Context: an optimization exercise on an open-source flow, tuned for a short achievable clock period and few clock cycles. The choices shown serve that exercise and are no tape-out recipe.
Function was checked by simulation only, so behaviour that the tests miss may differ from the original.
No activity file was given, so power comes from the tool's default toggle rates.

==> inputs of run a <==
==> flow/design.v (excerpt) <==
module cache_top (
    input  logic                                clk,
    input  logic                                rst_n,
    input  logic                                proc_req_i,
    input  logic [cache_pkg::ADDR_WIDTH-1:0]    proc_addr_i,
    input  logic                                proc_we_i,
    input  logic [cache_pkg::BE_WIDTH-1:0]      proc_be_i,
    input  logic [cache_pkg::DATA_WIDTH-1:0]    proc_wdata_i,
    output logic                                proc_gnt_o,
    output logic                                proc_rvalid_o,
    output logic [cache_pkg::DATA_WIDTH-1:0]    proc_rdata_o,
    output logic                                mem_req_o,
    output logic [cache_pkg::ADDR_WIDTH-1:0]    mem_addr_o,
    output logic                                mem_we_o,
    output logic [cache_pkg::BE_WIDTH-1:0]      mem_be_o,
    output logic [cache_pkg::DATA_WIDTH-1:0]    mem_wdata_o,
    input  logic                                mem_gnt_i,
    input  logic                                mem_rvalid_i,
    input  logic [cache_pkg::DATA_WIDTH-1:0]    mem_rdata_i,
    output logic [cache_pkg::COUNT_WIDTH-1:0]   hit_count_o,
    output logic [cache_pkg::COUNT_WIDTH-1:0]   miss_count_o,
    output logic [cache_pkg::COUNT_WIDTH-1:0]   mem_txn_count_o
);
clock: 4.2 ns
lec_check: 0
abc_clock_period_in_ps: 2400
cap_margin: 20
core_margin: 2
core_utilization: 65
setup_slack_margin: 1.8
slew_margin: 20
tns_end_percent: 5
run.sh (not shown) runs the stock make flow with config.mk's settings and CLKGATE_MAP_FILE= SYNTH_SCRIPT=/design/flow/synth_recipe.tcl, a recipe that flattens the netlist after the stock synthesis.
==> inputs of run b, as changes to run a <==
--- a/flow/design.v
+++ b/flow/design.v
@@ -143,15 +143,12 @@
     logic                   a_way_q;
     logic                   f_v_q;
     logic [INDEX_WIDTH-1:0] f_idx_q;
     logic                   f_way_q;
     logic [2*NUM_SETS-1:0]  f_oh_q;
     logic [BE_WIDTH-1:0]    f_wen_q [2*NUM_SETS];
-    logic                   f2_v_q;
-    logic [INDEX_WIDTH-1:0] f2_idx_q;
-    logic                   f2_way_q;
     logic [DATA_WIDTH-1:0]  f2_data_q;
     logic [2*NUM_SETS-1:0]  a_oh_q;
     logic [DATA_WIDTH-1:0]  f_data_q;
     logic [NP-1:0]          pv_q;
     logic [INDEX_WIDTH-1:0] p_idx_q   [NP];
     logic [TAG_WIDTH-1:0]   p_tag_q   [NP];
@@ -170,12 +167,14 @@
     logic                   s2_we_q;
     logic [BE_WIDTH-1:0]    s2_be_q;
     logic [DATA_WIDTH-1:0]  s2_wdata_q;
     logic [QW-1:0]          s2_ptr_q;
     logic [DATA_WIDTH-1:0]  s2_line_q;
     logic [2*NUM_SETS-1:0]  s2_oh_q;
+    logic                   s2_fprev_q;
+    logic                   s2_fnow_q;
     logic                   s2_pend_q;
     logic [BE_WIDTH-1:0]    s2_mask_q;
     logic [DATA_WIDTH-1:0]  rq_data_q [QDEPTH];
     logic [BE_WIDTH-1:0]    rq_mask_q [QDEPTH];
     logic [INDEX_WIDTH-1:0] rq_wset_q [QDEPTH];
     logic                   rq_wway_q [QDEPTH];
@@ -397,18 +396,16 @@
             st_fillwait_q <= 1'b0;
             mem_req_q     <= 1'b0;
             chain_q       <= 1'b0;
             pv_q          <= '0;
             s2_v_q        <= 1'b0;
             f_v_q         <= 1'b0;
-            f2_v_q        <= 1'b0;
         end
         else
         begin
             f_v_q         <= fill_now;
-            f2_v_q        <= f_v_q;
             st_wbreq_q    <= nx_wbreq;
             st_wbwait_q   <= nx_wbwait;
             st_fillreq_q  <= nx_fillreq;
             st_fillwait_q <= nx_fillwait;
             mem_req_q     <= nx_wbreq || nx_fillreq;
             chain_q       <= nx_wbwait || (nx_fillwait && p_nonempty_d);
@@ -427,12 +424,14 @@
         if (lk_go)
         begin
             s2_idx_q   <= l_idx_q;
             s2_way_q   <= l_tway_q;
             s2_line_q  <= l_line;
             s2_oh_q    <= l_toh_q;
+            s2_fprev_q <= l_pend && f_v_q && (f_idx_q == l_idx_q) && (f_way_q == l_tway_q);
+            s2_fnow_q  <= l_pend && fill_now && (a_idx_q == l_idx_q) && (a_way_q == l_tway_q);
             s2_pend_q  <= l_pend;
             s2_mask_q  <= l_mask;
             s2_we_q    <= l_we_q;
             s2_be_q    <= l_be_q;
             s2_wdata_q <= l_wdata_q;
             s2_ptr_q   <= rq_tail_q[QW-1:0];
@@ -444,14 +443,12 @@
             f_data_q   <= mem_rdata_i;
             f_oh_q     <= a_oh_q;
             for (int i = 0; i < 2*NUM_SETS; i++)
                 f_wen_q[i] <= ~(pmask_q[i / NUM_SETS][i % NUM_SETS] |
                                 ((s2_v_q && s2_we_q && s2_oh_q[i]) ? s2_be_q : '0));
         end
-        f2_idx_q  <= f_idx_q;
-        f2_way_q  <= f_way_q;
         f2_data_q <= f_data_q;
         if (start_a)
         begin
             a_idx_q    <= l_idx_q;
             a_tag_q    <= l_tag_q;
             a_way_q    <= l_vway_q;
@@ -515,14 +512,14 @@
     logic [DATA_WIDTH-1:0]  s2_ans;
     always_comb
     begin
         s2_line = s2_line_q;
         s2_mask = s2_mask_q;
         s2_pend = s2_pend_q;
-        s2_fill_now  = s2_pend && f_v_q && (f_idx_q == s2_idx_q) && (f_way_q == s2_way_q);
-        s2_fill_prev = s2_pend && f2_v_q && (f2_idx_q == s2_idx_q) && (f2_way_q == s2_way_q);
+        s2_fill_now  = s2_fnow_q;
+        s2_fill_prev = s2_fprev_q;
         s2_fill      = s2_fill_now || s2_fill_prev;
         s2_ans  = s2_line;
         for (int b = 0; b < BE_WIDTH; b++)
             if (!s2_mask[b])
             begin
                 if (s2_fill_now)
CORE_UTILIZATION = 55   (was 65)
==> comparison table <==
Max frequency: run b 0.3678 GHz; run a 0.3628 GHz
Ant. Diodes: run b 6; run a 2
Non-clk buf share: run b 5.237%; run a 5.217%
Routed wire length per instance: run b 30.15 µm; run a 32.47 µm
GR met1 Demand/Resource: run b 46.60%; run a 55.28%
Switching power total: run b 0.01149 W; run a 0.01161 W
Worst-case vdd ir drop: run b 454.0 µV; run a 482.2 µV
Number of antenna violations at the first check in global routing: run b 22; run a 12
Core Region: run b 0.1952 mm²; run a 0.1715 mm²
Skew final: run b 0.03651 ns; run a 0.05963 ns
Final period util: run b 64.74%; run a 65.63%
Via count of the first global-routing pass: run b 67930; run a 76450
Final routed wirelength across all metal layers: run b 337200 µm; run a 363800 µm
WL met3: run b 34690 µm; run a 51630 µm
Worst max-slew margin expressed relative to the limit: run b 24.89%; run a 23.79%
Non-clk invs: run b 165; run a 127
Clock buffers and inverters, area share: run b 7.101%; run a 6.627%
Result of the run: run b no timing/DRC/antenna violations; run a no timing/DRC/antenna violations
Fraction of power spent switching nets: run b 21.40%; run a 21.81%
Testbench counts of run a, summed over its fixed seeds: cycles 25,169.
Testbench counts of run b, summed over its fixed seeds: cycles 25,169.

-- port drivers added, routing unchanged --
The flow's constraints put no driver on any port. The routed layouts listed below were extracted and timed again, unchanged, in two steps. Step 1 (the two cells are an assumption about what drives the block):
set clk [get_ports {clk}]
set_driving_cell -lib_cell sky130_fd_sc_hd__clkbuf_16 $clk
set_driving_cell -lib_cell sky130_fd_sc_hd__buf_2 [delete_from_list [all_inputs] $clk]
Step 2 moves the port delays by t, midway between the first and last clock arrival at a register: inputs arrive t later, outputs are due t later. That takes back most of the time a late clock gives input paths. Three values: no drivers, after step 1, after step 2; two values: the first two.
run	shift t [ns]	setup WS [ns]	cell pins on the clock port's net
run a	1.006	1.443 / 1.443 / 0.709	1
run b	1.002	1.481 / 1.481 / 0.877	1
After both steps every run listed still meets setup and hold. For run a, which loses most, drivers alone change the setup slack by 0.000 ns; drivers and shift together by -0.734 ns.
